What follows belongs to an exercise in optimizing a design on an open flow for small area, a short achievable clock period and few clock cycles per item; a production flow would make more cautious choices.
The RTL was checked by simulation tests, not by an equivalence proof against the original design.
Power is estimated from default activity; no workload was simulated.

**flow/run.sh**
```bash
#!/bin/bash
# synth_recipe.tcl (not shown) runs the flow's synth.tcl, then flattens the netlist and writes it again
# the make line also repeats each setting of config.mk as NAME=value (left out here)
make -C /OpenROAD-flow-scripts/flow DESIGN_CONFIG=/design/flow/config.mk WORK_HOME=/design/flow/orfs CLKGATE_MAP_FILE= SYNTH_SCRIPT=/design/flow/synth_recipe.tcl finish
```
**flow/config.mk**
```make
export PLATFORM = sky130hd
export DESIGN_NAME = abp_sender_with_queue_unit
export DESIGN_NICKNAME = abp_sender_with_queue_unit
export VERILOG_FILES = /design/flow/design.v
export SDC_FILE = /design/flow/constraint.sdc
export NUM_CORES = 4
export LEC_CHECK = 0
export CAP_MARGIN = 20
export CORE_MARGIN = 2
export CORE_UTILIZATION = 40
export SETUP_SLACK_MARGIN = 5
export SLEW_MARGIN = 20
```
**flow/constraint.sdc**
```tcl
create_clock -name core_clock -period 11.0 [get_ports {clk_i}]
set_input_delay 2.2000 -clock core_clock [delete_from_list [all_inputs] [get_ports {clk_i}]]
set_output_delay 2.2000 -clock core_clock [all_outputs]
set_load 0.01 [all_outputs]
```
**flow/design.v**
```verilog
`timescale 1ns / 1ps
`default_nettype none
package abp_pkg;
  localparam int unsigned QUEUE_DEPTH_DEF = 16;
  localparam logic [15:0] TIMEOUT_RESET = 16'd15;
  localparam int unsigned PAYLOAD_BYTES = 20;
  localparam int unsigned PAYLOAD_W     = 8 * PAYLOAD_BYTES;
  localparam int unsigned PSUM_W = 13;
  localparam int unsigned ENTRY_W = PAYLOAD_W + PSUM_W;
  localparam logic [1:0] CMD_MSG  = 2'd0;
  localparam logic [1:0] CMD_ACK  = 2'd1;
  localparam logic [1:0] CMD_TICK = 2'd2;
  localparam logic [1:0] CMD_NONE = 2'd3;
endpackage
module abp_csa_rows (
  input  wire [159:0] p,
  output logic [12:0] r0,
  output logic [12:0] r1,
  output logic [12:0] r2
);
  logic t1, t2, t3, t4, t5, t6, t7, t8, t9, t10, t11, t12, t13, t14, t15, t16, t17, t18, t19, t20, t21, t22, t23, t24, t25, t26, t27, t28, t29, t30, t31, t32, t33, t34, t35, t36, t37, t38, t39, t40, t41, t42, t43, t44, t45, t46, t47, t48, t49, t50, t51, t52, t53, t54, t55, t56, t57, t58, t59, t60, t61, t62, t63, t64, t65, t66, t67, t68, t69, t70, t71, t72, t73, t74, t75, t76, t77, t78, t79, t80, t81, t82, t83, t84, t85, t86, t87, t88, t89, t90, t91, t92, t93, t94, t95, t96, t97, t98, t99, t100, t101, t102, t103, t104, t105, t106, t107, t108, t109, t110, t111, t112, t113, t114, t115, t116, t117, t118, t119, t120, t121, t122, t123, t124, t125, t126, t127, t128, t129, t130, t131, t132, t133, t134, t135, t136, t137, t138, t139, t140, t141, t142, t143, t144, t145, t146, t147, t148, t149, t150, t151, t152, t153, t154, t155, t156, t157, t158, t159, t160, t161, t162, t163, t164, t165, t166, t167, t168, t169, t170, t171, t172, t173, t174, t175, t176, t177, t178, t179, t180, t181, t182, t183, t184, t185, t186, t187, t188, t189, t190, t191, t192, t193, t194, t195, t196, t197, t198, t199, t200, t201, t202, t203, t204, t205, t206, t207, t208, t209, t210, t211, t212, t213, t214, t215, t216, t217, t218, t219, t220, t221, t222, t223, t224, t225, t226, t227, t228, t229, t230, t231, t232, t233, t234, t235, t236, t237, t238, t239, t240, t241, t242, t243, t244, t245, t246, t247, t248, t249, t250, t251, t252, t253, t254, t255, t256, t257, t258, t259, t260, t261, t262, t263, t264, t265, t266, t267, t268, t269, t270, t271, t272, t273, t274, t275, t276;
  assign t1 = p[0] ^ p[8];
  assign t2 = p[0] & p[8];
  assign t3 = p[1] ^ p[9] ^ p[17];
  assign t4 = (p[1] & p[9]) | (p[1] & p[17]) | (p[9] & p[17]);
  assign t5 = p[2] ^ p[10] ^ p[18];
  assign t6 = (p[2] & p[10]) | (p[2] & p[18]) | (p[10] & p[18]);
  assign t7 = p[3] ^ p[11] ^ p[19];
  assign t8 = (p[3] & p[11]) | (p[3] & p[19]) | (p[11] & p[19]);
  assign t9 = p[4] ^ p[12] ^ p[20];
  assign t10 = (p[4] & p[12]) | (p[4] & p[20]) | (p[12] & p[20]);
  assign t11 = p[5] ^ p[13] ^ p[21];
  assign t12 = (p[5] & p[13]) | (p[5] & p[21]) | (p[13] & p[21]);
  assign t13 = p[6] ^ p[14] ^ p[22];
  assign t14 = (p[6] & p[14]) | (p[6] & p[22]) | (p[14] & p[22]);
  assign t15 = ~p[7] ^ ~p[15] ^ ~p[23];
  assign t16 = (~p[7] & ~p[15]) | (~p[7] & ~p[23]) | (~p[15] & ~p[23]);
  assign t17 = t1 ^ p[16] ^ p[24];
  assign t18 = (t1 & p[16]) | (t1 & p[24]) | (p[16] & p[24]);
  assign t19 = p[32] ^ p[40] ^ p[48];
  assign t20 = (p[32] & p[40]) | (p[32] & p[48]) | (p[40] & p[48]);
  assign t21 = p[56] ^ p[64] ^ p[72];
  assign t22 = (p[56] & p[64]) | (p[56] & p[72]) | (p[64] & p[72]);
  assign t23 = t2 ^ t3 ^ p[25];
  assign t24 = (t2 & t3) | (t2 & p[25]) | (t3 & p[25]);
  assign t25 = p[33] ^ p[41] ^ p[49];
  assign t26 = (p[33] & p[41]) | (p[33] & p[49]) | (p[41] & p[49]);
  assign t27 = p[57] ^ p[65] ^ p[73];
  assign t28 = (p[57] & p[65]) | (p[57] & p[73]) | (p[65] & p[73]);
  assign t29 = p[81] ^ p[89] ^ p[97];
  assign t30 = (p[81] & p[89]) | (p[81] & p[97]) | (p[89] & p[97]);
  assign t31 = p[105] ^ p[113];
  assign t32 = p[105] & p[113];
  assign t33 = t4 ^ t5 ^ p[26];
  assign t34 = (t4 & t5) | (t4 & p[26]) | (t5 & p[26]);
  assign t35 = p[34] ^ p[42] ^ p[50];
  assign t36 = (p[34] & p[42]) | (p[34] & p[50]) | (p[42] & p[50]);
  assign t37 = p[58] ^ p[66] ^ p[74];
  assign t38 = (p[58] & p[66]) | (p[58] & p[74]) | (p[66] & p[74]);
  assign t39 = p[82] ^ p[90] ^ p[98];
  assign t40 = (p[82] & p[90]) | (p[82] & p[98]) | (p[90] & p[98]);
  assign t41 = p[106] ^ p[114] ^ p[122];
  assign t42 = (p[106] & p[114]) | (p[106] & p[122]) | (p[114] & p[122]);
  assign t43 = p[130] ^ p[138];
  assign t44 = p[130] & p[138];
  assign t45 = t6 ^ t7 ^ p[27];
  assign t46 = (t6 & t7) | (t6 & p[27]) | (t7 & p[27]);
  assign t47 = p[35] ^ p[43] ^ p[51];
  assign t48 = (p[35] & p[43]) | (p[35] & p[51]) | (p[43] & p[51]);
  assign t49 = p[59] ^ p[67] ^ p[75];
  assign t50 = (p[59] & p[67]) | (p[59] & p[75]) | (p[67] & p[75]);
  assign t51 = p[83] ^ p[91] ^ p[99];
  assign t52 = (p[83] & p[91]) | (p[83] & p[99]) | (p[91] & p[99]);
  assign t53 = p[107] ^ p[115] ^ p[123];
  assign t54 = (p[107] & p[115]) | (p[107] & p[123]) | (p[115] & p[123]);
  assign t55 = p[131] ^ p[139] ^ p[147];
  assign t56 = (p[131] & p[139]) | (p[131] & p[147]) | (p[139] & p[147]);
  assign t57 = t8 ^ t9 ^ p[28];
  assign t58 = (t8 & t9) | (t8 & p[28]) | (t9 & p[28]);
  assign t59 = p[36] ^ p[44] ^ p[52];
  assign t60 = (p[36] & p[44]) | (p[36] & p[52]) | (p[44] & p[52]);
  assign t61 = p[60] ^ p[68] ^ p[76];
  assign t62 = (p[60] & p[68]) | (p[60] & p[76]) | (p[68] & p[76]);
  assign t63 = p[84] ^ p[92] ^ p[100];
  assign t64 = (p[84] & p[92]) | (p[84] & p[100]) | (p[92] & p[100]);
  assign t65 = p[108] ^ p[116] ^ p[124];
  assign t66 = (p[108] & p[116]) | (p[108] & p[124]) | (p[116] & p[124]);
  assign t67 = p[132] ^ p[140] ^ p[148];
  assign t68 = (p[132] & p[140]) | (p[132] & p[148]) | (p[140] & p[148]);
  assign t69 = t10 ^ t11 ^ p[29];
  assign t70 = (t10 & t11) | (t10 & p[29]) | (t11 & p[29]);
  assign t71 = p[37] ^ p[45] ^ p[53];
  assign t72 = (p[37] & p[45]) | (p[37] & p[53]) | (p[45] & p[53]);
  assign t73 = p[61] ^ p[69] ^ p[77];
  assign t74 = (p[61] & p[69]) | (p[61] & p[77]) | (p[69] & p[77]);
  assign t75 = p[85] ^ p[93] ^ p[101];
  assign t76 = (p[85] & p[93]) | (p[85] & p[101]) | (p[93] & p[101]);
  assign t77 = p[109] ^ p[117] ^ p[125];
  assign t78 = (p[109] & p[117]) | (p[109] & p[125]) | (p[117] & p[125]);
  assign t79 = p[133] ^ p[141] ^ p[149];
  assign t80 = (p[133] & p[141]) | (p[133] & p[149]) | (p[141] & p[149]);
  assign t81 = t12 ^ t13 ^ p[30];
  assign t82 = (t12 & t13) | (t12 & p[30]) | (t13 & p[30]);
  assign t83 = p[38] ^ p[46] ^ p[54];
  assign t84 = (p[38] & p[46]) | (p[38] & p[54]) | (p[46] & p[54]);
  assign t85 = p[62] ^ p[70] ^ p[78];
  assign t86 = (p[62] & p[70]) | (p[62] & p[78]) | (p[70] & p[78]);
  assign t87 = p[86] ^ p[94] ^ p[102];
  assign t88 = (p[86] & p[94]) | (p[86] & p[102]) | (p[94] & p[102]);
  assign t89 = p[110] ^ p[118] ^ p[126];
  assign t90 = (p[110] & p[118]) | (p[110] & p[126]) | (p[118] & p[126]);
  assign t91 = p[134] ^ p[142] ^ p[150];
  assign t92 = (p[134] & p[142]) | (p[134] & p[150]) | (p[142] & p[150]);
  assign t93 = t14 ^ t15 ^ ~p[31];
  assign t94 = (t14 & t15) | (t14 & ~p[31]) | (t15 & ~p[31]);
  assign t95 = ~p[39] ^ ~p[47] ^ ~p[55];
  assign t96 = (~p[39] & ~p[47]) | (~p[39] & ~p[55]) | (~p[47] & ~p[55]);
  assign t97 = ~p[63] ^ ~p[71] ^ ~p[79];
  assign t98 = (~p[63] & ~p[71]) | (~p[63] & ~p[79]) | (~p[71] & ~p[79]);
  assign t99 = ~p[87] ^ ~p[95] ^ ~p[103];
  assign t100 = (~p[87] & ~p[95]) | (~p[87] & ~p[103]) | (~p[95] & ~p[103]);
  assign t101 = ~p[111] ^ ~p[119] ^ ~p[127];
  assign t102 = (~p[111] & ~p[119]) | (~p[111] & ~p[127]) | (~p[119] & ~p[127]);
  assign t103 = ~p[135] ^ ~p[143] ^ ~p[151];
  assign t104 = (~p[135] & ~p[143]) | (~p[135] & ~p[151]) | (~p[143] & ~p[151]);
  assign t105 = t17 ^ t19 ^ t21;
  assign t106 = (t17 & t19) | (t17 & t21) | (t19 & t21);
  assign t107 = p[80] ^ p[88] ^ p[96];
  assign t108 = (p[80] & p[88]) | (p[80] & p[96]) | (p[88] & p[96]);
  assign t109 = t18 ^ t20 ^ t22;
  assign t110 = (t18 & t20) | (t18 & t22) | (t20 & t22);
  assign t111 = t23 ^ t25 ^ t27;
  assign t112 = (t23 & t25) | (t23 & t27) | (t25 & t27);
  assign t113 = t29 ^ t31 ^ p[121];
  assign t114 = (t29 & t31) | (t29 & p[121]) | (t31 & p[121]);
  assign t115 = t24 ^ t26 ^ t28;
  assign t116 = (t24 & t26) | (t24 & t28) | (t26 & t28);
  assign t117 = t30 ^ t32 ^ t33;
  assign t118 = (t30 & t32) | (t30 & t33) | (t32 & t33);
  assign t119 = t35 ^ t37 ^ t39;
  assign t120 = (t35 & t37) | (t35 & t39) | (t37 & t39);
  assign t121 = t41 ^ t43;
  assign t122 = t41 & t43;
  assign t123 = t34 ^ t36 ^ t38;
  assign t124 = (t34 & t36) | (t34 & t38) | (t36 & t38);
  assign t125 = t40 ^ t42 ^ t44;
  assign t126 = (t40 & t42) | (t40 & t44) | (t42 & t44);
  assign t127 = t45 ^ t47 ^ t49;
  assign t128 = (t45 & t47) | (t45 & t49) | (t47 & t49);
  assign t129 = t51 ^ t53 ^ t55;
  assign t130 = (t51 & t53) | (t51 & t55) | (t53 & t55);
  assign t131 = t46 ^ t48 ^ t50;
  assign t132 = (t46 & t48) | (t46 & t50) | (t48 & t50);
  assign t133 = t52 ^ t54 ^ t56;
  assign t134 = (t52 & t54) | (t52 & t56) | (t54 & t56);
  assign t135 = t57 ^ t59 ^ t61;
  assign t136 = (t57 & t59) | (t57 & t61) | (t59 & t61);
  assign t137 = t63 ^ t65 ^ t67;
  assign t138 = (t63 & t65) | (t63 & t67) | (t65 & t67);
  assign t139 = t58 ^ t60 ^ t62;
  assign t140 = (t58 & t60) | (t58 & t62) | (t60 & t62);
  assign t141 = t64 ^ t66 ^ t68;
  assign t142 = (t64 & t66) | (t64 & t68) | (t66 & t68);
  assign t143 = t69 ^ t71 ^ t73;
  assign t144 = (t69 & t71) | (t69 & t73) | (t71 & t73);
  assign t145 = t75 ^ t77 ^ t79;
  assign t146 = (t75 & t77) | (t75 & t79) | (t77 & t79);
  assign t147 = t70 ^ t72 ^ t74;
  assign t148 = (t70 & t72) | (t70 & t74) | (t72 & t74);
  assign t149 = t76 ^ t78 ^ t80;
  assign t150 = (t76 & t78) | (t76 & t80) | (t78 & t80);
  assign t151 = t81 ^ t83 ^ t85;
  assign t152 = (t81 & t83) | (t81 & t85) | (t83 & t85);
  assign t153 = t87 ^ t89 ^ t91;
  assign t154 = (t87 & t89) | (t87 & t91) | (t89 & t91);
  assign t155 = t82 ^ t84 ^ t86;
  assign t156 = (t82 & t84) | (t82 & t86) | (t84 & t86);
  assign t157 = t88 ^ t90 ^ t92;
  assign t158 = (t88 & t90) | (t88 & t92) | (t90 & t92);
  assign t159 = t93 ^ t95 ^ t97;
  assign t160 = (t93 & t95) | (t93 & t97) | (t95 & t97);
  assign t161 = t99 ^ t101 ^ t103;
  assign t162 = (t99 & t101) | (t99 & t103) | (t101 & t103);
  assign t163 = t94 ^ t96 ^ t98;
  assign t164 = (t94 & t96) | (t94 & t98) | (t96 & t98);
  assign t165 = t105 ^ t107 ^ p[104];
  assign t166 = (t105 & t107) | (t105 & p[104]) | (t107 & p[104]);
  assign t167 = p[112] ^ p[120];
  assign t168 = p[112] & p[120];
  assign t169 = t106 ^ t108 ^ t109;
  assign t170 = (t106 & t108) | (t106 & t109) | (t108 & t109);
  assign t171 = t111 ^ t113 ^ p[129];
  assign t172 = (t111 & t113) | (t111 & p[129]) | (t113 & p[129]);
  assign t173 = p[137] ^ p[145];
  assign t174 = p[137] & p[145];
  assign t175 = t110 ^ t112 ^ t114;
  assign t176 = (t110 & t112) | (t110 & t114) | (t112 & t114);
  assign t177 = t115 ^ t117 ^ t119;
  assign t178 = (t115 & t117) | (t115 & t119) | (t117 & t119);
  assign t179 = t121 ^ p[146] ^ p[154];
  assign t180 = (t121 & p[146]) | (t121 & p[154]) | (p[146] & p[154]);
  assign t181 = t116 ^ t118 ^ t120;
  assign t182 = (t116 & t118) | (t116 & t120) | (t118 & t120);
  assign t183 = t122 ^ t123 ^ t125;
  assign t184 = (t122 & t123) | (t122 & t125) | (t123 & t125);
  assign t185 = t127 ^ t129 ^ p[155];
  assign t186 = (t127 & t129) | (t127 & p[155]) | (t129 & p[155]);
  assign t187 = t124 ^ t126 ^ t128;
  assign t188 = (t124 & t126) | (t124 & t128) | (t126 & t128);
  assign t189 = t130 ^ t131 ^ t133;
  assign t190 = (t130 & t131) | (t130 & t133) | (t131 & t133);
  assign t191 = t135 ^ t137 ^ p[156];
  assign t192 = (t135 & t137) | (t135 & p[156]) | (t137 & p[156]);
  assign t193 = t132 ^ t134 ^ t136;
  assign t194 = (t132 & t134) | (t132 & t136) | (t134 & t136);
  assign t195 = t138 ^ t139 ^ t141;
  assign t196 = (t138 & t139) | (t138 & t141) | (t139 & t141);
  assign t197 = t143 ^ t145 ^ p[157];
  assign t198 = (t143 & t145) | (t143 & p[157]) | (t145 & p[157]);
  assign t199 = t140 ^ t142 ^ t144;
  assign t200 = (t140 & t142) | (t140 & t144) | (t142 & t144);
  assign t201 = t146 ^ t147 ^ t149;
  assign t202 = (t146 & t147) | (t146 & t149) | (t147 & t149);
  assign t203 = t151 ^ t153 ^ p[158];
  assign t204 = (t151 & t153) | (t151 & p[158]) | (t153 & p[158]);
  assign t205 = t148 ^ t150 ^ t152;
  assign t206 = (t148 & t150) | (t148 & t152) | (t150 & t152);
  assign t207 = t154 ^ t155 ^ t157;
  assign t208 = (t154 & t155) | (t154 & t157) | (t155 & t157);
  assign t209 = t159 ^ t161 ^ ~p[159];
  assign t210 = (t159 & t161) | (t159 & ~p[159]) | (t161 & ~p[159]);
  assign t211 = t156 ^ t158 ^ t160;
  assign t212 = (t156 & t158) | (t156 & t160) | (t158 & t160);
  assign t213 = t162 ^ t163 ^ t100;
  assign t214 = (t162 & t163) | (t162 & t100) | (t163 & t100);
  assign t215 = t102 ^ t104 ^ t16;
  assign t216 = (t102 & t104) | (t102 & t16) | (t104 & t16);
  assign t217 = t165 ^ t167 ^ p[128];
  assign t218 = (t165 & t167) | (t165 & p[128]) | (t167 & p[128]);
  assign t219 = t166 ^ t168 ^ t169;
  assign t220 = (t166 & t168) | (t166 & t169) | (t168 & t169);
  assign t221 = t171 ^ t173;
  assign t222 = t171 & t173;
  assign t223 = t170 ^ t172 ^ t174;
  assign t224 = (t170 & t172) | (t170 & t174) | (t172 & t174);
  assign t225 = t175 ^ t177 ^ t179;
  assign t226 = (t175 & t177) | (t175 & t179) | (t177 & t179);
  assign t227 = t176 ^ t178 ^ t180;
  assign t228 = (t176 & t178) | (t176 & t180) | (t178 & t180);
  assign t229 = t181 ^ t183 ^ t185;
  assign t230 = (t181 & t183) | (t181 & t185) | (t183 & t185);
  assign t231 = t182 ^ t184 ^ t186;
  assign t232 = (t182 & t184) | (t182 & t186) | (t184 & t186);
  assign t233 = t187 ^ t189 ^ t191;
  assign t234 = (t187 & t189) | (t187 & t191) | (t189 & t191);
  assign t235 = t188 ^ t190 ^ t192;
  assign t236 = (t188 & t190) | (t188 & t192) | (t190 & t192);
  assign t237 = t193 ^ t195 ^ t197;
  assign t238 = (t193 & t195) | (t193 & t197) | (t195 & t197);
  assign t239 = t194 ^ t196 ^ t198;
  assign t240 = (t194 & t196) | (t194 & t198) | (t196 & t198);
  assign t241 = t199 ^ t201 ^ t203;
  assign t242 = (t199 & t201) | (t199 & t203) | (t201 & t203);
  assign t243 = t200 ^ t202 ^ t204;
  assign t244 = (t200 & t202) | (t200 & t204) | (t202 & t204);
  assign t245 = t205 ^ t207 ^ t209;
  assign t246 = (t205 & t207) | (t205 & t209) | (t207 & t209);
  assign t247 = t206 ^ t208 ^ t210;
  assign t248 = (t206 & t208) | (t206 & t210) | (t208 & t210);
  assign t249 = t211 ^ t213 ^ t215;
  assign t250 = (t211 & t213) | (t211 & t215) | (t213 & t215);
  assign t251 = t212 ^ t214 ^ t216;
  assign t252 = (t212 & t214) | (t212 & t216) | (t214 & t216);
  assign t253 = t164 ^ 1'b1;
  assign t254 = t164 & 1'b1;
  assign t255 = t217 ^ p[136];
  assign t256 = t217 & p[136];
  assign t257 = t218 ^ t219 ^ t221;
  assign t258 = (t218 & t219) | (t218 & t221) | (t219 & t221);
  assign t259 = t220 ^ t222 ^ t223;
  assign t260 = (t220 & t222) | (t220 & t223) | (t222 & t223);
  assign t261 = t224 ^ t226 ^ t227;
  assign t262 = (t224 & t226) | (t224 & t227) | (t226 & t227);
  assign t263 = t228 ^ t230 ^ t231;
  assign t264 = (t228 & t230) | (t228 & t231) | (t230 & t231);
  assign t265 = t232 ^ t234 ^ t235;
  assign t266 = (t232 & t234) | (t232 & t235) | (t234 & t235);
  assign t267 = t236 ^ t238 ^ t239;
  assign t268 = (t236 & t238) | (t236 & t239) | (t238 & t239);
  assign t269 = t240 ^ t242 ^ t243;
  assign t270 = (t240 & t242) | (t240 & t243) | (t242 & t243);
  assign t271 = t244 ^ t246 ^ t247;
  assign t272 = (t244 & t246) | (t244 & t247) | (t246 & t247);
  assign t273 = t248 ^ t250 ^ t251;
  assign t274 = (t248 & t250) | (t248 & t251) | (t250 & t251);
  assign t275 = t252 ^ t254;
  assign t276 = t252 & t254;
  assign r0 = {1'b1, t276, t274, t272, t270, t268, t266, t264, t262, t260, t258, t256, t255};
  assign r1 = {1'b0, 1'b0, t275, t273, t271, t269, t267, t265, t263, t261, t259, t257, p[144]};
  assign r2 = {1'b0, 1'b0, 1'b1, t253, t249, t245, t241, t237, t233, t229, t225, p[153], p[152]};
endmodule
module abp_csa_eq (
  input  wire [12:0] a,
  input  wire [12:0] b,
  input  wire [12:0] c,
  input  wire [12:0] nk,
  output logic       eq
);
  logic e1, e2, e3, e4, e5, e6, e7, e8, e9, e10, e11, e12, e13, e14, e15, e16, e17, e18, e19, e20, e21, e22, e23, e24, e25, e26, e27, e28, e29, e30, e31, e32, e33, e34, e35, e36, e37, e38, e39, e40, e41, e42, e43, e44, e45, e46, e47, e48, e49, e50, e51, e52;
  logic [12:0] x, y;
  assign e1 = a[0] ^ b[0];
  assign e2 = a[0] & b[0];
  assign e3 = a[1] ^ b[1] ^ c[1];
  assign e4 = (a[1] & b[1]) | (a[1] & c[1]) | (b[1] & c[1]);
  assign e5 = a[2] ^ b[2] ^ c[2];
  assign e6 = (a[2] & b[2]) | (a[2] & c[2]) | (b[2] & c[2]);
  assign e7 = a[3] ^ b[3] ^ c[3];
  assign e8 = (a[3] & b[3]) | (a[3] & c[3]) | (b[3] & c[3]);
  assign e9 = a[4] ^ b[4] ^ c[4];
  assign e10 = (a[4] & b[4]) | (a[4] & c[4]) | (b[4] & c[4]);
  assign e11 = a[5] ^ b[5] ^ c[5];
  assign e12 = (a[5] & b[5]) | (a[5] & c[5]) | (b[5] & c[5]);
  assign e13 = a[6] ^ b[6] ^ c[6];
  assign e14 = (a[6] & b[6]) | (a[6] & c[6]) | (b[6] & c[6]);
  assign e15 = a[7] ^ b[7] ^ c[7];
  assign e16 = (a[7] & b[7]) | (a[7] & c[7]) | (b[7] & c[7]);
  assign e17 = a[8] ^ b[8] ^ c[8];
  assign e18 = (a[8] & b[8]) | (a[8] & c[8]) | (b[8] & c[8]);
  assign e19 = a[9] ^ b[9] ^ c[9];
  assign e20 = (a[9] & b[9]) | (a[9] & c[9]) | (b[9] & c[9]);
  assign e21 = a[10] ^ b[10] ^ c[10];
  assign e22 = (a[10] & b[10]) | (a[10] & c[10]) | (b[10] & c[10]);
  assign e23 = a[11] ^ b[11] ^ c[11];
  assign e24 = (a[11] & b[11]) | (a[11] & c[11]) | (b[11] & c[11]);
  assign e25 = a[12] ^ b[12] ^ c[12];
  assign e26 = (a[12] & b[12]) | (a[12] & c[12]) | (b[12] & c[12]);
  assign e27 = e1 ^ c[0];
  assign e28 = e1 & c[0];
  assign e29 = e2 ^ e3 ^ nk[1];
  assign e30 = (e2 & e3) | (e2 & nk[1]) | (e3 & nk[1]);
  assign e31 = e4 ^ e5 ^ nk[2];
  assign e32 = (e4 & e5) | (e4 & nk[2]) | (e5 & nk[2]);
  assign e33 = e6 ^ e7 ^ nk[3];
  assign e34 = (e6 & e7) | (e6 & nk[3]) | (e7 & nk[3]);
  assign e35 = e8 ^ e9 ^ nk[4];
  assign e36 = (e8 & e9) | (e8 & nk[4]) | (e9 & nk[4]);
  assign e37 = e10 ^ e11 ^ nk[5];
  assign e38 = (e10 & e11) | (e10 & nk[5]) | (e11 & nk[5]);
  assign e39 = e12 ^ e13 ^ nk[6];
  assign e40 = (e12 & e13) | (e12 & nk[6]) | (e13 & nk[6]);
  assign e41 = e14 ^ e15 ^ nk[7];
  assign e42 = (e14 & e15) | (e14 & nk[7]) | (e15 & nk[7]);
  assign e43 = e16 ^ e17 ^ nk[8];
  assign e44 = (e16 & e17) | (e16 & nk[8]) | (e17 & nk[8]);
  assign e45 = e18 ^ e19 ^ nk[9];
  assign e46 = (e18 & e19) | (e18 & nk[9]) | (e19 & nk[9]);
  assign e47 = e20 ^ e21 ^ nk[10];
  assign e48 = (e20 & e21) | (e20 & nk[10]) | (e21 & nk[10]);
  assign e49 = e22 ^ e23 ^ nk[11];
  assign e50 = (e22 & e23) | (e22 & nk[11]) | (e23 & nk[11]);
  assign e51 = e24 ^ e25 ^ nk[12];
  assign e52 = (e24 & e25) | (e24 & nk[12]) | (e25 & nk[12]);
  assign x = {e50, e48, e46, e44, e42, e40, e38, e36, e34, e32, e30, e28, e27};
  assign y = {e51, e49, e47, e45, e43, e41, e39, e37, e35, e33, e31, e29, nk[0]};
  assign eq = &(x ^ y);
endmodule
`default_nettype wire
`timescale 1ns / 1ps
`default_nettype none
module abp_queue #(
  parameter int unsigned DEPTH = 17,
  parameter int unsigned W     = abp_pkg::ENTRY_W
) (
  input  wire              clk_i,
  input  wire              push_i,
  input  wire  [W-1:0]     wdata_i,
  input  wire  [DEPTH-1:0] sel_i,
  output logic [W-1:0]     rdata_o
);
  logic [DEPTH-1:0][W-1:0] mem;
  always_ff @(posedge clk_i) begin
    if (push_i) begin
      mem[0] <= wdata_i;
      for (int i = 1; i < DEPTH; i++) begin
        mem[i] <= mem[i-1];
      end
    end
  end
  always_comb begin
    rdata_o = '0;
    for (int i = 0; i < DEPTH; i++) begin
      rdata_o = rdata_o | (mem[i] & {W{sel_i[i]}});
    end
  end
endmodule
`default_nettype wire
`timescale 1ns / 1ps
`default_nettype none
module abp_sender_with_queue_unit #(
  parameter int unsigned QUEUE_DEPTH = abp_pkg::QUEUE_DEPTH_DEF
) (
  input  wire         clk_i,
  input  wire         rst_ni,
  input  wire         cfg_we_i,
  input  wire  [15:0] cfg_wdata_i,
  input  wire         in_valid_i,
  output logic        in_ready_o,
  input  wire  [1:0]  in_cmd_i,
  input  wire         in_seq_i,
  input  wire         in_ack_i,
  input  wire  [31:0] in_checksum_i,
  input  wire  [63:0] in_payload_lo_i,
  input  wire  [63:0] in_payload_mid_i,
  input  wire  [31:0] in_payload_hi_i,
  output logic        out_valid_o,
  input  wire         out_ready_i,
  output logic        out_sent_o,
  output logic        out_seq_o,
  output logic        out_ack_o,
  output logic [31:0] out_checksum_o,
  output logic [63:0] out_lo_o,
  output logic [63:0] out_mid_o,
  output logic [31:0] out_hi_o,
  output logic        out_dropped_o,
  output logic [4:0]  out_queue_level_o
);
  localparam int unsigned PSUM_W  = abp_pkg::PSUM_W;
  localparam int unsigned PAY_W   = abp_pkg::PAYLOAD_W;
  localparam int unsigned NBUF    = QUEUE_DEPTH + 1;
  logic [15:0] timeout_q;
  always_ff @(posedge clk_i or negedge rst_ni) begin
    if (!rst_ni) begin
      timeout_q <= abp_pkg::TIMEOUT_RESET;
    end else if (cfg_we_i) begin
      timeout_q <= cfg_wdata_i;
    end
  end
  logic              s1_vld_q;
  logic [1:0]        s1_cmd_q;
  logic              s1_ack_q;
  logic [PSUM_W-1:0] s1_r0_q, s1_r1_q, s1_r2_q;
  logic [PSUM_W-1:0] s1_nk_q;
  logic              s1_up_ok_q;
  logic              out_vld_q;
  logic              fire;
  assign fire       = s1_vld_q && (!out_vld_q || out_ready_i);
  assign in_ready_o = !s1_vld_q || !out_vld_q || out_ready_i;
  logic [PAY_W-1:0]  in_pay;
  logic [PSUM_W-1:0] in_r0, in_r1, in_r2;
  assign in_pay = {in_payload_hi_i, in_payload_mid_i, in_payload_lo_i};
  abp_csa_rows u_rows (
    .p  (in_pay),
    .r0 (in_r0),
    .r1 (in_r1),
    .r2 (in_r2)
  );
  always_ff @(posedge clk_i or negedge rst_ni) begin
    if (!rst_ni) begin
      s1_vld_q <= 1'b0;
    end else if (in_ready_o) begin
      s1_vld_q <= in_valid_i;
    end
  end
  always_ff @(posedge clk_i) begin
    if (in_valid_i && in_ready_o) begin
      s1_cmd_q   <= in_cmd_i;
      s1_ack_q   <= in_ack_i;
      s1_r0_q    <= in_r0;
      s1_r1_q    <= in_r1;
      s1_r2_q    <= in_r2;
      s1_nk_q    <= ~in_checksum_i[PSUM_W-1:0] + {12'd0, in_seq_i} + {12'd0, in_ack_i};
      s1_up_ok_q <= (&in_checksum_i[31:12]) || !(|in_checksum_i[31:12]);
    end
  end
  logic        wait_q, wait_d;
  logic        exp_ack_q, exp_ack_d;
  logic        seq_q, seq_d;
  logic [15:0] timer_q, timer_d;
  logic [4:0]  level_q, level_d;
  logic [PSUM_W-1:0] in_psum;
  logic              sum_eq;
  logic              ack_good;
  logic [15:0]       timer_start;
  assign in_psum = s1_r0_q + s1_r1_q + s1_r2_q;
  abp_csa_eq u_eq (
    .a  (s1_r0_q),
    .b  (s1_r1_q),
    .c  (s1_r2_q),
    .nk (s1_nk_q),
    .eq (sum_eq)
  );
  assign ack_good    = wait_q && (s1_ack_q == exp_ack_q) && sum_eq && s1_up_ok_q;
  assign timer_start = (timeout_q == '0) ? 16'd1 : timeout_q;
  logic accept;
  logic push_in;
  logic snd;
  logic src_head;
  logic src_in;
  logic push;
  logic drop;
  always_comb begin
    wait_d    = wait_q;
    exp_ack_d = exp_ack_q;
    seq_d     = seq_q;
    timer_d   = timer_q;
    level_d   = level_q;
    snd       = 1'b0;
    src_head  = 1'b0;
    src_in    = 1'b0;
    push      = 1'b0;
    drop      = 1'b0;
    if (fire) begin
      unique case (s1_cmd_q)
        abp_pkg::CMD_MSG: begin
          if (!wait_q) begin
            snd      = 1'b1;
            push     = 1'b1;
            src_head = (level_q != '0);
            src_in   = (level_q == '0);
          end else if (level_q < 5'(QUEUE_DEPTH)) begin
            push    = 1'b1;
            level_d = level_q + 5'd1;
          end else begin
            drop = 1'b1;
          end
        end
        abp_pkg::CMD_ACK: begin
          if (ack_good) begin
            wait_d    = 1'b0;
            timer_d   = '0;
            exp_ack_d = ~exp_ack_q;
            seq_d     = ~seq_q;
            if (level_q != '0) begin
              snd      = 1'b1;
              src_head = 1'b1;
              level_d  = level_q - 5'd1;
            end
          end
        end
        abp_pkg::CMD_TICK: begin
          if (timer_q != '0) begin
            timer_d = timer_q - 16'd1;
            if (timer_q == 16'd1) begin
              snd = 1'b1;
            end
          end
        end
        default: begin
        end
      endcase
    end
    if (snd) begin
      wait_d  = 1'b1;
      timer_d = timer_start;
    end
  end
  assign accept  = in_valid_i && in_ready_o;
  assign push_in = accept && (in_cmd_i == abp_pkg::CMD_MSG) &&
                   (!wait_d || (level_d < 5'(QUEUE_DEPTH)));
  always_ff @(posedge clk_i or negedge rst_ni) begin
    if (!rst_ni) begin
      wait_q    <= 1'b0;
      exp_ack_q <= 1'b0;
      seq_q     <= 1'b0;
      timer_q   <= '0;
      level_q   <= '0;
    end else begin
      wait_q    <= wait_d;
      exp_ack_q <= exp_ack_d;
      seq_q     <= seq_d;
      timer_q   <= timer_d;
      level_q   <= level_d;
    end
  end
  logic [NBUF-1:0]  sel_q;
  logic [PAY_W-1:0] rd;
  abp_queue #(
    .DEPTH (NBUF),
    .W     (PAY_W)
  ) u_queue (
    .clk_i   (clk_i),
    .push_i  (push_in),
    .wdata_i (in_pay),
    .sel_i   (sel_q),
    .rdata_o (rd)
  );
  logic [QUEUE_DEPTH-1:0] head_sel;
  logic [PSUM_W-1:0]      head_psum;
  always_comb begin
    for (int i = 0; i < QUEUE_DEPTH; i++) begin
      head_sel[i] = (level_q == 5'(i + 1));
    end
  end
  abp_queue #(
    .DEPTH (QUEUE_DEPTH),
    .W     (PSUM_W)
  ) u_psums (
    .clk_i   (clk_i),
    .push_i  (push),
    .wdata_i (in_psum),
    .sel_i   (head_sel),
    .rdata_o (head_psum)
  );
  logic [PSUM_W-1:0] cur_chk_q;
  always_ff @(posedge clk_i or negedge rst_ni) begin
    if (!rst_ni) begin
      cur_chk_q <= '0;
    end else if (src_head) begin
      cur_chk_q <= head_psum + {12'd0, seq_d};
    end else if (src_in) begin
      cur_chk_q <= in_psum + {12'd0, seq_d};
    end
  end
  logic r_sent_q;
  logic r_drop_q;
  always_ff @(posedge clk_i or negedge rst_ni) begin
    if (!rst_ni) begin
      out_vld_q <= 1'b0;
      r_sent_q  <= 1'b0;
      r_drop_q  <= 1'b0;
      sel_q     <= '0;
    end else begin
      if (fire) begin
        out_vld_q <= 1'b1;
      end else if (out_ready_i) begin
        out_vld_q <= 1'b0;
      end
      if (fire) begin
        r_sent_q <= snd;
        r_drop_q <= drop;
        for (int i = 0; i < NBUF; i++) begin
          sel_q[i] <= snd && (level_d == 5'(i) - 5'(push_in));
        end
      end else if (push_in) begin
        sel_q <= {sel_q[NBUF-2:0], 1'b0};
      end
    end
  end
  logic [PSUM_W-1:0] out_chk13;
  assign out_chk13 = cur_chk_q & {PSUM_W{r_sent_q}};
  assign out_valid_o       = out_vld_q;
  assign out_sent_o        = r_sent_q;
  assign out_seq_o         = r_sent_q & seq_q;
  assign out_ack_o         = 1'b0;
  assign out_checksum_o    = {{(32-PSUM_W){out_chk13[PSUM_W-1]}}, out_chk13};
  assign out_lo_o          = rd[63:0];
  assign out_mid_o         = rd[127:64];
  assign out_hi_o          = rd[159:128];
  assign out_dropped_o     = r_drop_q;
  assign out_queue_level_o = level_q;
endmodule
`default_nettype wire
```
==> run notes <==
path summary, 6_finish.rpt:
check | end | slack [ns] | depth (start not counted) | startpoint
worst max-delay path | out_mid_o[8] | 5.11 | 5 | sel_q[4]
worst min-delay path | u_queue.mem[1985] | 0.40 | 0 | u_queue.mem[1825]
worst max register to register | u_queue.mem[1039] | 5.15 | 13 | s1_r0_q[8]
worst min register to register | u_queue.mem[1985] | 0.40 | 0 | u_queue.mem[1825]
max in group asynchronous | sel_q[16] | 8.69 | 2 | rst_ni
min in group asynchronous | timeout_q[9] | 1.26 | 1 | rst_ni
stage by stage:
stage / cell area [um^2] / cells
2_1_floorplan: 115000 / 6416
3_3_place_gp: 123000 / 10300
3_5_place_dp: 123000 / 10300
4_1_cts: 135000 / 10900
5_1_grt: 135000 / 10900
6_report: 135000 / 10900
logic make-up after synthesis:
group / after synthesis / share of synthesized area [%]
fa+ha+maj: 184 / 2.99
other cells: 1 / 0.00327
compound gates: 1531 / 10.3
flops: 3052 / 79.5
xor+xnor: 48 / 0.366
simple gates: 949 / 4.20
buf+inv: 599 / 2.05
mux: 52 / 0.493
where the power goes:
part	switching [W]	internal, W	total, W	leakage, nW
logic	0.00357	0.00181	0.00538	10.6
clock network	0.00469	0.00630	0.0110	5.15
registers	0.000374	0.0133	0.0137	28.2
total	0.00863	0.0214	0.0300	43.9
repair_timing:
item	4_1_cts	5_1_grt
gates cloned	10	0
pin swaps	1	1
endpoints found under the setup margin	786	734
resized for setup	58	5
setup buffers	25	2
flip-flops by register name, summed over array words and instances (netlist names), 2 cells and up:
name and cells:
s1_r0_q 12, cur_chk_q 13, s1_cmd_q 2, level_q 5, timeout_q 16, sel_q 17, s1_r1_q 11, timer_q 16
s1_r2_q 10, s1_nk_q 13, u_queue.mem 2720, u_psums.mem 208
worst max-delay path, delay by kind of cell, from the launching register on:
kind	cells	cell delay, ns
DFF	1	0.80
and+or+nand+nor	2	0.45
AOI/OAI and AO/OA	1	0.20
buffers and inverters	2	1.22
layout make-up:
cell class              instances  area, um^2
fillers                     23800      150000
flip-flops and latches       3052       91300
multi-input cells            2766       21200
clock buffers                 387        8370
repair buffers                548        6180
well taps                    3762        4710
clock inverters               196        2250
inverters                     220         852
repair inverters                2        32.5
diodes                         13        32.5
metal layers:
layer,global-route usage (%),routed length (um),vias up
met4,7.73,12900,28
met3,4.85,34400,529
met1,32.6,142000,34600
met5,0,174,-
met2,35.2,157000,4029
li1,-,-,27300
cell usage in the layout (no fill, tap or decap), drive strengths merged, types with 92 or more instances in the layout:
| cell type | count |
|---|---|
| fa | 151 |
| buf | 124 |
| nor2 | 188 |
| a221oi | 92 |
| clkdlybuf4s50 | 417 |
| nand3 | 187 |
| edfxtp | 2978 |
| a22oi | 1028 |
| a222oi | 170 |
| clkinv | 142 |
| inv | 231 |
| nand4 | 135 |
| nand2 | 222 |
| clkbuf | 387 |
==> reports/metrics.cfg <==
[routing]
dr.pass1.iters=8
detail_route.wl_per_cell_um=31.7
drt_wl_total_um=347000
route.antenna.remaining_nets=0
drc=0
vias=66500
drt-initial-drc-count=10800
drt-vias-per-instance=6.07

[synth]
ys_types=80
syn_nets=6817
netlist_instances=6416
yosysWarnings=3
ys_ff_latch=3052
synth_edf_count=2978
synth_seq_area_share_pct=79.5
synthTopCellsByCount=edfxtp_1, a22oi_1, clkbuf_1
ys.flop_type=edfxtp_1
syn_area_mm2=0.115
synth.largest_area_cell=edfxtp_1
synth_most_common_cell=edfxtp_1
synth_area_leaders=edfxtp_1, a22oi_1, fa_1
synthArstFlopShare_pct=2.42
synthDominantCellAreaShare_pct=77.9
postSynthAreaPerCell_um2=17.9

[timing]
finalHoldViolCount=0
final.period_utilization_pct=53.5
rsz0062_at_grt=false
finalWorstSetupSlack_ns=5.11
setup_viol_count_final=0
drv_slew=0
hold_slack_ns=0.401
tns_ns=0
fmax_ghz=0.170
relSlewSlack_pct=23.7
final.min_clock_period_ns=5.89
worstMarginPinSlew_ns=1.14
finalClockSkew_ns=0.0771

[placed_design]
place.gp.congestion=0.847
place_hpwl_um=193000
pre_cts_ws_ns=4.00
io_buffers=418

[worst_setup_path]
cp_cell_sequence=buf_12, a221oi_1, and3_1, nand3_1, clkdlybuf4s50_1
worstPathRequired_ns=8.80
worstPathMaxFanout=82
worstSetupPathType=reg2out
cp-start-kind=register
cp.arrival_ns=3.69
endpoint_kind=output pin
critical_path.max_stage_delay_ns=0.80
cp_slowest_cell=dfrtp_4

[die]
die_h_um=540
die-area_mm2=0.291
dieWidth_um=540
core-area_mm2=0.285
std_cell_rows=196
start_util_pct=40.2
io_pins=420

[power]
power_density_mw_per_mm2=223
p_total_w=0.0300
peakVddDrop_uv=246
p_leak_nw=43.9

[global_routing]
grt_overflow=0
grt_max_degree=221
grt.total_usage_pct=23.0
grt_pass1_wl_um=483000
grt_pass1_vias=64300
antenna_found_initial=39

[min_path]
hold_path_class=reg2reg

[flow_run]
drv_cap=0

[layout]
final_layout_size_suffix_gt1_share_pct=9.54
areaGrowthSynthToFinish_pct=17.7
final_util_pct=47.3
finalNetCount=7311

[clock_network]
cts_tree=yes
cts-root-buf=clkbuf_16
cts_buffer_depth=4
cts_buffers=320
clock_latency_ns=0.93
cts_max_level=5
cts_sinks=3052
cts-hold-fix-buffers=0
clkSlewWorstSetupHoldPaths_ns=0.06

[run_status]
status=timing/DRC/antenna clean

Testbench counts, summed over its fixed seeds: cycles 24,016, items 24,000.

## static timing again, ports no longer ideal
Ports are ideal in the flow. The routed layout listed here was re-timed in OpenROAD. Step 1, drivers: a clkbuf_16 drives clk_i and a buf_2 each remaining input, both assumed. Step 2 adds t to the input delays and takes it off the output delays; t is the mean of the earliest and latest rising clock arrival at the registers after step 1. Input paths then give back, and output paths get back, about the clock's delay inside the block. Three values: no drivers, after step 1, after step 2; two values: the first two.
t (ns): 0.997
slack for setup (ns): 5.114 / 5.010 / 4.617
pins driven straight from the clock port: 1
After both steps setup and hold are still met in this run. For this run, drivers alone change the setup slack by -0.104 ns; drivers and shift together by -0.497 ns.
